This design comes from an exercise in tuning for small area on the open sky130 flow, not from production work.
In this exercise RTL edits were held to simulation tests only and were not proved equivalent to the original.
Power is estimated from default activity; no workload was simulated.

**flow/design.v**
```verilog
module writeback_regfile #(
   parameter int XLEN = 32,
   parameter int NREG = 32
) (
   input  logic            clk,
   input  logic            rst,
   input  logic            regfile_we_w,
   input  logic [1:0]      regfile_src_sel_w,
   input  logic [XLEN-1:0] pc_plus4_w,
   input  logic [XLEN-1:0] alu_result_w,
   input  logic [XLEN-1:0] mem_data_w,
   input  logic [4:0]      wa_w,
   input  logic            retire_w,
   input  logic [4:0]      ra1,
   input  logic [4:0]      ra2,
   input  logic            instret_we,
   input  logic [63:0]     instret_wd,
   output logic [XLEN-1:0] rd1,
   output logic [XLEN-1:0] rd2,
   output logic [XLEN-1:0] wd_w,
   output logic [63:0]     instret
);
   logic [XLEN-1:0] mem [NREG];
   logic            bypass1;
   logic            bypass2;
   always_comb begin
      case (regfile_src_sel_w)
         2'b00:   wd_w = alu_result_w;
         2'b01:   wd_w = mem_data_w;
         2'b10:   wd_w = pc_plus4_w;
         default: wd_w = '0;
      endcase
   end
   assign bypass1 = regfile_we_w && (wa_w == ra1) && (ra1 != 5'd0);
   assign bypass2 = regfile_we_w && (wa_w == ra2) && (ra2 != 5'd0);
   always_comb begin
      rd1 = '0;
      if (bypass1)
         rd1 = wd_w;
      else if (ra1 != 5'd0)
         rd1 = mem[ra1];
   end
   always_comb begin
      rd2 = '0;
      if (bypass2)
         rd2 = wd_w;
      else if (ra2 != 5'd0)
         rd2 = mem[ra2];
   end
   always_ff @(posedge clk) begin
      if (rst) begin
         for (int i = 0; i < NREG; i++)
            mem[i] <= '0;
         instret <= '0;
      end else begin
         if (regfile_we_w && (wa_w != 5'd0))
            mem[wa_w] <= wd_w;
         if (instret_we)
            instret <= instret_wd;
         else if (retire_w)
            instret <= instret + 64'd1;
      end
   end
endmodule
```
**flow/config.mk**
```make
export PLATFORM = sky130hd
export DESIGN_NAME = writeback_regfile
export DESIGN_NICKNAME = writeback_regfile
export VERILOG_FILES = /design/flow/design.v
export SDC_FILE = /design/flow/constraint.sdc
export NUM_CORES = 4
export LEC_CHECK = 0
export CAP_MARGIN = 20
export CORE_MARGIN = 2
export CORE_UTILIZATION = 40
export PLACE_DENSITY = 0.6
export SLEW_MARGIN = 20
```
**flow/constraint.sdc**
```tcl
create_clock -name core_clock -period 7.0 [get_ports {clk}]
set_input_delay 1.4000 -clock core_clock [delete_from_list [all_inputs] [get_ports {clk}]]
set_output_delay 1.4000 -clock core_clock [all_outputs]
set_load 0.01 [all_outputs]
```
**flow/run.sh**
```bash
#!/bin/bash
# synth_recipe.tcl (not shown) runs the flow's synth.tcl, then flattens the netlist and writes it again
# the make line also repeats each setting of config.mk as NAME=value (left out here)
make -C /OpenROAD-flow-scripts/flow DESIGN_CONFIG=/design/flow/config.mk WORK_HOME=/design/flow/orfs CLKGATE_MAP_FILE= SYNTH_SCRIPT=/design/flow/synth_recipe.tcl finish
```
==> flow_summary.json <==
{
  "setup_viol_count_final": 0,
  "globalRouteOverflowTotal": 0,
  "cp_data_required_time_ns": 5.60,
  "finish.cell_count_without_fillers": 6624,
  "seq_area_frac_synth_pct": 56.7,
  "place_area_um2": 63400,
  "synthTopCellsByCount": "sky130_fd_sc_hd__nor2_1, sky130_fd_sc_hd__edfxtp_1, sky130_fd_sc_hd__mux4_2",
  "ffs_w_async_s_r_synth_pct": 0,
  "synth_enable_flop_cells": 1024,
  "arrival_time_at_the_worst_endpoint_ns": 5.14,
  "post-synth-top-area-fraction_pct": 54.5,
  "postRouteAntennaNets": 0,
  "achievable-frequency_mhz": 153,
  "cts.sink_count": 1088,
  "r2r-start": "instret[30]",
  "max-clock-path-buffers": 3,
  "floorplan.die_area_um2": 144000,
  "die_width_um": 380,
  "reg2reg_slack_ns": 3.99,
  "syn_area_per_cell_um2": 13.0,
  "grt_antenna_before_repair": 10,
  "final-max-slew-violation-count": 0,
  "post_cts.repair.setup_buffers": 0,
  "grt_pass1_vias": 42800,
  "initial_utilization_pct": 40.4,
  "max-vdd-ir-drop_uv": 245,
  "post_route_cells_drive_above_1_share_pct": 21.6,
  "placed_cells_incl_taps": 6403,
  "worstSetupEndpointType": "output port",
  "tns_ns": 0,
  "core.rowCount": 137,
  "ys_top_cells_by_area": "sky130_fd_sc_hd__edfxtp_1, sky130_fd_sc_hd__mux4_2, sky130_fd_sc_hd__nor2_1",
  "cts_hold_buffers": 0,
  "worst-setup-path-type": "input port to output port",
  "ff2ff_path_depth": 5,
  "fill_cells": 12400,
  "reg2reg_to": "instret[51]",
  "final_net_count": 4830,
  "track_usage_pct": 30.5,
  "drc_errors": 0,
  "finalWeightedCongestion": 0.945,
  "final-seq-area_um2": 32000,
  "grt_setup_unrepaired": "no",
  "layout.cell_area.non_filler_um2": 67400,
  "hold_class": "register to register",
  "clock_tree_root_driver_cell": "sky130_fd_sc_hd__clkbuf_16",
  "cts_buffers": 118,
  "postSynthRegisterBits": 1088,
  "syn_to_final_growth_pct": 19.3,
  "worst_slew_pin_slew_ns": 1.17,
  "worstHoldStart": "instret[56]",
  "timing.hold.ws_ns": 0.537,
  "post_drt_via_cell_ratio": 6.49,
  "synth_largest_area_cell": "sky130_fd_sc_hd__edfxtp_1",
  "hold_critical_path_depth": 2,
  "clkTransAtPathRegs_ns": 0.07,
  "synthesized_netlist_cell_count": 4351,
  "drtPass1Iterations": 6,
  "timing.final.hold_violations": 0,
  "status": "timing/DRC/antenna clean",
  "largest_driver_fanout_on_the_critical_path": 20,
  "grt_max_degree": 66,
  "post_cts_resize_count": 0,
  "drt_first_iter_violations": 6968,
  "vertical_die_dimension_um": 380,
  "synthesis.area_um2": 56500,
  "worst_case_clock_skew_ns": 0.0198,
  "grt_pass1_wl_um": 315000,
  "start_kind": "input port",
  "detailroute.via_count": 43000,
  "drt-wirelength-per-cell_um": 33.9,
  "maxCapViolCount": 0,
  "buffer_ports.inserted": 341,
  "h-tree-depth": 3,
  "netlist-cell-type-count": 63,
  "synth-main-ff-cell": "sky130_fd_sc_hd__edfxtp_1",
  "max_slew_margin_pct": 21.8,
  "yosysWarningCount": 1,
  "detail_route.wirelength_um": 225000,
  "leakage_nw": 23.1,
  "core_region_area_um2": 140000,
  "clock_tree_from_tritoncts": "yes",
  "multi_input_area_um2": 23200,
  "period_needed_ns": 6.54,
  "min_period_over_period_pct": 93.4,
  "hpwlAfterDp_um": 146000,
  "clock_insertion_delay_worst_skew_ns": 0.77,
  "cellPowerDensity_nw_per_um2": 248,
  "synthMostInstantiatedCell": "sky130_fd_sc_hd__nor2_1",
  "num_io_pins": 342,
  "hold_critical_path_endpoint": "instret[56]"
}
power by group:
part           total, mW  internal, mW  leakage [nW]  switching, mW
registers           7.68          7.47          10.3          0.203
logic               2.48          1.00          10.9           1.47
clock network       6.57          3.79          1.95           2.78
critical path: stages:
cell	delay (ns)
sky130_fd_sc_hd__clkdlybuf4s50_1	0.86
sky130_fd_sc_hd__and2_4	0.61
sky130_fd_sc_hd__buf_4	0.39
sky130_fd_sc_hd__a22oi_1	0.14
sky130_fd_sc_hd__nand3_1	0.23
sky130_fd_sc_hd__o21ai_0	0.15
sky130_fd_sc_hd__o22ai_1	0.64
sky130_fd_sc_hd__clkdlybuf4s50_1	0.68
metrics by stage:
step	setup slack, ns	util, %	total power [mW]
5_1_grt	0.454	48.2	17.1
3_3_place_gp	0.692	45.3	10.2
2_1_floorplan	2.26	-	9.01
4_1_cts	0.697	48.1	16.7
3_5_place_dp	0.703	45.3	10.2
6_report	0.462	48.2	16.7
flip-flops by register name (all words and copies together) (netlist names):
register	count
mem	1024
instret	64
layer usage:
layer	up-vias	track usage [%]	part of all wire [%]
met1	22000	41.0	37
met4	6	14.7	5.6
met2	3202	46.4	45
li1	17200	-	-
met5	-	0	0.016
met3	584	7.63	13
cells by family after synthesis:
group	count (synthesis)	synth area share [%]
and+or+nand+nor	1515	11.2
DFF	1088	56.7
muxes	676	20.7
AOI/OAI and AO/OA	527	7.07
buffers and inverters	499	3.59
xor gates and xnor gates	44	0.682
adders and majority gates	1	0.0222
other	1	0.00664
how the worst max path moves through the flow:
| stage | slack (ns) | start | endpoint | depth (start not counted) |
|---|---|---|---|---|
| final | 0.46 | ra2[3] | rd2[15] | 8 |
| after global routing | 0.45 | ra2[2] | rd2[15] | 8 |
| after CTS | 0.70 | ra2[2] | rd2[15] | 8 |
| after detailed placement | 0.70 | ra2[2] | rd2[15] | 8 |
| after global placement | 0.69 | ra2[2] | rd2[15] | 8 |
| after floorplan | 2.26 | ra1[0] | rd1[13] | 6 |
layout by cell type (no fill, tap or decap), drive strengths merged, types with 12 or more instances in the layout:
cell type | Yosys | final
a2111oi | 22 | 22
a211oi | 64 | 64
a21oi | 47 | 47
a221oi | 25 | 25
a22o | 62 | 62
a22oi | 61 | 61
a311oi | 23 | 23
and3 | 14 | 14
buf | 119 | 271
bufinv | 0 | 19
clkbuf | 338 | 134
clkdlybuf4s50 | 0 | 331
clkinv | 0 | 54
conb | 1 | 32
dfxtp | 64 | 64
edfxtp | 1024 | 1024
inv | 42 | 48
mux2 | 53 | 53
mux2i | 235 | 235
mux4 | 388 | 388
nand2 | 169 | 169
nand2b | 35 | 35
nand3 | 58 | 58
nand4 | 34 | 34
nor2 | 1102 | 1102
nor3 | 22 | 22
o21ai | 30 | 30
o221ai | 60 | 60
o22ai | 61 | 61
o31ai | 12 | 12
o32ai | 39 | 39
or3 | 14 | 14
or4 | 15 | 15
xnor2 | 15 | 15
xor2 | 29 | 29
area by class of cell:
type / count / share of cell area (%)
Sequential cell: 1088 / 47.6
Timing Repair Buffer: 602 / 8.40
Clock buffer: 134 / 4.47
Inverter: 42 / 0.234
Antenna cell: 3 / 0.0111
Multi-Input combinational cell: 2795 / 34.4
Clock inverter: 84 / 1.43
Tap cell: 1876 / 3.48

[re-timing with driven ports]
In the flow no input, the clock included, has a driving cell. The finished layout below was timed again as built, in two steps. Step 1: set_driving_cell puts a clkbuf_16 on clk and a buf_2 on each other input, an assumption about the parent block. Step 2 also shifts input and output timing later by t, the mid clock arrival at the registers, as if the neighbouring blocks saw the same clock. Slacks: no drivers / after step 1 / after step 2; pairs: no drivers / after step 1.
shift t [ns]: 0.837
setup WS [ns]: 0.462 / 0.432 / 0.432
worst hold slack (ns): 0.537 / 0.537 / 0.537
worst setup path after step 2: input to output
latest minus earliest clock arrival (ns): 0.037 / 0.037
After both steps this run still meets setup and hold. The setup slack of this run moves by -0.030 ns with the drivers and by -0.030 ns with both steps.
